Background: an optimization exercise with open tools, aiming at small area, a short achievable clock period and few clock cycles per item. Do not read the settings as production practice.
Only simulation tests tie the RTL to the original design; equivalence was not proved.
The flow treats the clock pin as an ideal source, which a real chip does not have.
Power and IR drop assume default switching activity.

## page_slot_directory_top
module page_slot_directory_top #(
	parameter int SLOT_COUNT = psd_pkg::SLOT_COUNT_DEF
) (
	input  wire logic                          clk,
	input  wire logic                          arst_n,
	input  wire logic                          start,
	output logic                               busy,
	input  wire logic                          operation,
	input  wire logic [psd_pkg::PAGE_W-1:0]    page_id,
	output logic                               done,
	output logic [psd_pkg::STATUS_W-1:0]       status,
	output logic [psd_pkg::SLOT_W-1:0]         slot
);
	psd_pkg::psd_cmd_t cmd;
	psd_ctrl u_ctrl (
		.clk    (clk),
		.arst_n (arst_n),
		.start  (start),
		.busy   (busy),
		.cmd    (cmd)
	);
	psd_datapath #(
		.SLOT_COUNT (SLOT_COUNT)
	) u_datapath (
		.clk       (clk),
		.arst_n    (arst_n),
		.cmd       (cmd),
		.operation (operation),
		.page_id   (page_id),
		.done      (done),
		.status    (status),
		.slot      (slot)
	);
endmodule
==> flow/config.mk <==
export PLATFORM = sky130hd
export DESIGN_NAME = page_slot_directory_top
export DESIGN_NICKNAME = page_slot_directory_top
export VERILOG_FILES = /design/flow/design.v
export SDC_FILE = /design/flow/constraint.sdc
export NUM_CORES = 4
export LEC_CHECK = 0
export CAP_MARGIN = 20
export CORE_MARGIN = 2
export CORE_UTILIZATION = 65
export PLACE_DENSITY = 0.75
export SETUP_SLACK_MARGIN = 3.1
export SLEW_MARGIN = 20
==> flow/constraint.sdc <==
create_clock -name core_clock -period 5.0 [get_ports {clk}]
set_input_delay 1.0000 -clock core_clock [delete_from_list [all_inputs] [get_ports {clk}]]
set_output_delay 1.0000 -clock core_clock [all_outputs]
set_load 0.01 [all_outputs]
standard.sh (not shown) runs the stock make flow with config.mk's settings and CLKGATE_MAP_FILE= SYNTH_SCRIPT=/design/flow/synth_recipe.tcl, a recipe that flattens the netlist after the stock synthesis.
==> flow/flow/run.sh <==
#!/bin/bash
set -euo pipefail
here=$(cd "$(dirname "$0")" && pwd)
args=("BUFFER_PORTS_ARGS=-buffer_cell sky130_fd_sc_hd__buf_4" "MATCH_CELL_FOOTPRINT=0")
export BUFFER_PORTS_ARGS="-buffer_cell sky130_fd_sc_hd__buf_4"
export MATCH_CELL_FOOTPRINT=0
if [[ -f "$here/cts_args" ]]; then
  export CTS_ARGS="$(tr '\n' ' ' < "$here/cts_args")"
  args+=("CTS_ARGS=$CTS_ARGS")
fi
bash standard.sh "${args[@]}" finish > flow_make.log 2>&1
==> flow/flow/cts_args <==
-sink_clustering_enable -repair_clock_nets -sink_clustering_size 30 -sink_clustering_max_diameter 45 -dont_use_dummy_load
Testbench counts at the start, summed over its fixed seeds: cycles 16,016, items 16,000.
Then changed:
==> flow/flow/run.sh (replaced) <==
#!/bin/bash
set -euo pipefail
export BUFFER_PORTS_ARGS="-buffer_cell sky130_fd_sc_hd__buf_4"
export MATCH_CELL_FOOTPRINT=0
bash standard.sh "BUFFER_PORTS_ARGS=-buffer_cell sky130_fd_sc_hd__buf_4" "MATCH_CELL_FOOTPRINT=0" finish > flow_make.log 2>&1
--- a/flow/config.mk
+++ b/flow/config.mk
@@ -8,6 +8,7 @@
 export CAP_MARGIN = 20
 export CORE_MARGIN = 2
-export CORE_UTILIZATION = 65
-export PLACE_DENSITY = 0.75
-export SETUP_SLACK_MARGIN = 3.1
+export CORE_UTILIZATION = 40
+export CTS_CLUSTER_DIAMETER = 80
+export CTS_CLUSTER_SIZE = 24
+export SETUP_SLACK_MARGIN = 2.8
 export SLEW_MARGIN = 20
removed: flow/flow/cts_args
=> The changed run produced a clean layout. First-iteration DRC count decreases by 18%. Die area grows by 61%. Wire length grows by 7.7%. Clock skew fell by 0.041 ns. Area after synthesis stays the same. Cell area falls by about 1.3%. Power drops by about 4%. Worst setup slack got worse by 0.27 ns. Worst hold slack got worse by 0.076 ns. Clock-buffer cell count is unchanged.

---

== run A ==
page_slot_directory_top again, from the RTL that the note above started with.
clock: 5.0 ns
lec_check: 0
cap_margin: 20
core_margin: 2
core_utilization: 78
place_density: 0.86
setup_slack_margin: 3.2
slew_margin: 20
==> flow/flow/run.sh <==
#!/bin/bash
set -euo pipefail
here=$(cd "$(dirname "$0")" && pwd)
args=("BUFFER_PORTS_ARGS=-buffer_cell sky130_fd_sc_hd__buf_4" "MATCH_CELL_FOOTPRINT=0")
export BUFFER_PORTS_ARGS="-buffer_cell sky130_fd_sc_hd__buf_4"
export MATCH_CELL_FOOTPRINT=0
if [[ -f "$here/cts_args" ]]; then
  export CTS_ARGS="$(tr '\n' ' ' < "$here/cts_args")"
  args+=("CTS_ARGS=$CTS_ARGS")
fi
bash standard.sh "${args[@]}" finish > flow_make.log 2>&1
==> flow/flow/cts_args <==
-sink_clustering_enable -repair_clock_nets -sink_clustering_size 44 -sink_clustering_max_diameter 60 -dont_use_dummy_load
Run status, run A: aborted in global routing, error GRT-0232
Testbench counts of run A, summed over its fixed seeds: cycles 16,016, items 16,000.
Inputs modified between run A and run B:
- changing CORE_UTILIZATION from 78 to 65
- changing SETUP_SLACK_MARGIN from 3.2 to 3.1
- changing PLACE_DENSITY from 0.86 to 0.75
==> flow/flow/cts_args <==
-sink_clustering_enable -repair_clock_nets -sink_clustering_size 44 -sink_clustering_max_diameter 60 -dont_use_dummy_load -balance_levels
Notes after the runs:
Between run A and run B, the difference in total placed instance area is negligible.
Run A has higher starting utilization of the core area than run B.
From run B to run A, cell area after technology mapping did not move at all.
Taking run A as the reference, in run B vertical die dimension shows an increase of 9.3%; worst slack after detailed placement has decreased; row count up 9.4%; number of placed instances with taps included +3.6%.
Run B reached the final stage; the timing, DRC and antenna checks on its layout passed.
The inputs of run C differ from those of run B as listed below.
- SETUP_SLACK_MARGIN now 3.2, was 3.1
- CTS_CLUSTER_SIZE now 24, previously not set
- CORE_UTILIZATION now 40, was 65
- CTS_CLUSTER_DIAMETER now 80, previously not set
==> flow/flow/run.sh <==
#!/bin/bash
set -euo pipefail
export BUFFER_PORTS_ARGS="-buffer_cell sky130_fd_sc_hd__buf_4"
export MATCH_CELL_FOOTPRINT=0
bash standard.sh "BUFFER_PORTS_ARGS=-buffer_cell sky130_fd_sc_hd__buf_4" "MATCH_CELL_FOOTPRINT=0" finish > flow_make.log 2>&1
removed: flow/flow/cts_args
[summary]
- When run C is measured against run B, its initial antenna violation count turns out 1 higher.
- The area growth from synthesis to layout in run C was higher than what run B gave.
- Comparing run C and run B, the higher part of the total power dissipated in the clock network was measured on run B.
- Run B → run C: wire length reported by the detailed router rose about 6.4%; number of antenna diodes rose 1.
Changes in run D relative to run C:
- a deleted CTS_CLUSTER_SIZE that had been 24
- a change of SETUP_SLACK_MARGIN from 3.2 to 3.1
- an added TNS_END_PERCENT of 20
- a change of CORE_UTILIZATION from 40 to 65
- a deleted CTS_CLUSTER_DIAMETER that had been 80
==> flow/flow/run.sh <==
#!/bin/bash
set -euo pipefail
here=$(cd "$(dirname "$0")" && pwd)
args=("BUFFER_PORTS_ARGS=-buffer_cell sky130_fd_sc_hd__buf_4" "MATCH_CELL_FOOTPRINT=0")
export BUFFER_PORTS_ARGS="-buffer_cell sky130_fd_sc_hd__buf_4"
export MATCH_CELL_FOOTPRINT=0
if [[ -f "$here/cts_args" ]]; then
  export CTS_ARGS="$(tr '\n' ' ' < "$here/cts_args")"
  args+=("CTS_ARGS=$CTS_ARGS")
fi
bash standard.sh "${args[@]}" finish > flow_make.log 2>&1
==> flow/flow/cts_args (new file) <==
-sink_clustering_enable -repair_clock_nets -sink_clustering_size 44 -sink_clustering_max_diameter 60 -dont_use_dummy_load
[summary]
Clock network power consumption sits higher in run D than in run C. Run D vs run C — logic depth of the worst setup path including buffers rose 4. Looking at global routing met1 resource utilization, run D sits 19 points higher than run C does. Power: run D draws less than run C. Looking at detailed-routing wirelength on met1, run D sits 11% below run C. Between run C and run D, number of global-route vias before repair decreased. Run D does better than run C on worst hold slack. The maximum vdd ir drop reported for run D is smaller than that of run C by 1.3%. Core utilization: run D higher than run C. Part of the total power dissipated in sequential elements, run C and run D: smaller value in run C.
Edits applied to the flow inputs when going from run D to run E:
- removing TNS_END_PERCENT (formerly 20)
- setting CTS_CLUSTER_DIAMETER to 80 for the first time
- changing SETUP_SLACK_MARGIN from 3.1 to 3.2
- setting CTS_CLUSTER_SIZE to 24 for the first time
==> flow/flow/run.sh <==
#!/bin/bash
set -euo pipefail
export BUFFER_PORTS_ARGS="-buffer_cell sky130_fd_sc_hd__buf_4"
export MATCH_CELL_FOOTPRINT=0
bash standard.sh "BUFFER_PORTS_ARGS=-buffer_cell sky130_fd_sc_hd__buf_4" "MATCH_CELL_FOOTPRINT=0" finish > flow_make.log 2>&1
removed: flow/flow/cts_args
Results
Each of the runs, namely run D and run E, reached the end of the flow and came out clean. | cell area | run E vs run D | worse |. On wire length, run D and run E are neck and neck. Non-clock buffer count (run E over run D): increase, 10. Diff run D and run E: combinational power lower in run D. The final critical-path share of the clock period reported for run E is smaller than that of run D by 0.53 points. Compared with run D, in run E power consumed by sequential cells ~0 delta, clock group share of total power -0.7 points, sequential cell fraction of total power +0.2 points, clock-buffer cell count +11.

==> re-timing with driven ports <==
Ports are ideal in the flow. The routed layouts listed here were re-timed in OpenROAD. Step 1 (the two cells are an assumption about what drives the block):
set clk [get_ports {clk}]
set_driving_cell -lib_cell sky130_fd_sc_hd__clkbuf_16 $clk
set_driving_cell -lib_cell sky130_fd_sc_hd__buf_2 [delete_from_list [all_inputs] $clk]
Step 2, shift: input delay + t, output delay - t, t = (earliest + latest rising clock arrival at the registers) / 2. This alone moves slack from input paths to output paths. a / b / c = no drivers / after step 1 / after step 2; a / b = the first two.
run | t (ns) | setup slack, ns | worst setup path at the end | worst data-port slew with drivers (ns)
the first run of note 1 | 0.625 | 2.970 / 2.914 / 2.456 | input to register | 0.07
the second run of note 1 | 0.697 | 2.696 / 2.735 / 2.039 | input to register | 0.04
run B | 0.609 | 2.964 / 2.907 / 2.476 | input to register | 0.06
run C | 0.661 | 2.889 / 2.830 / 2.463 | input to register | 0.18
run D | 0.613 | 2.878 / 2.845 / 2.298 | input to register | 0.08
run E | 0.652 | 2.905 / 2.848 / 2.563 | input to register | 0.06
After both steps every run listed still meets setup and hold. The setup slack of the second run of note 1, which loses most, moves by +0.039 ns with the drivers and by -0.657 ns with both steps.
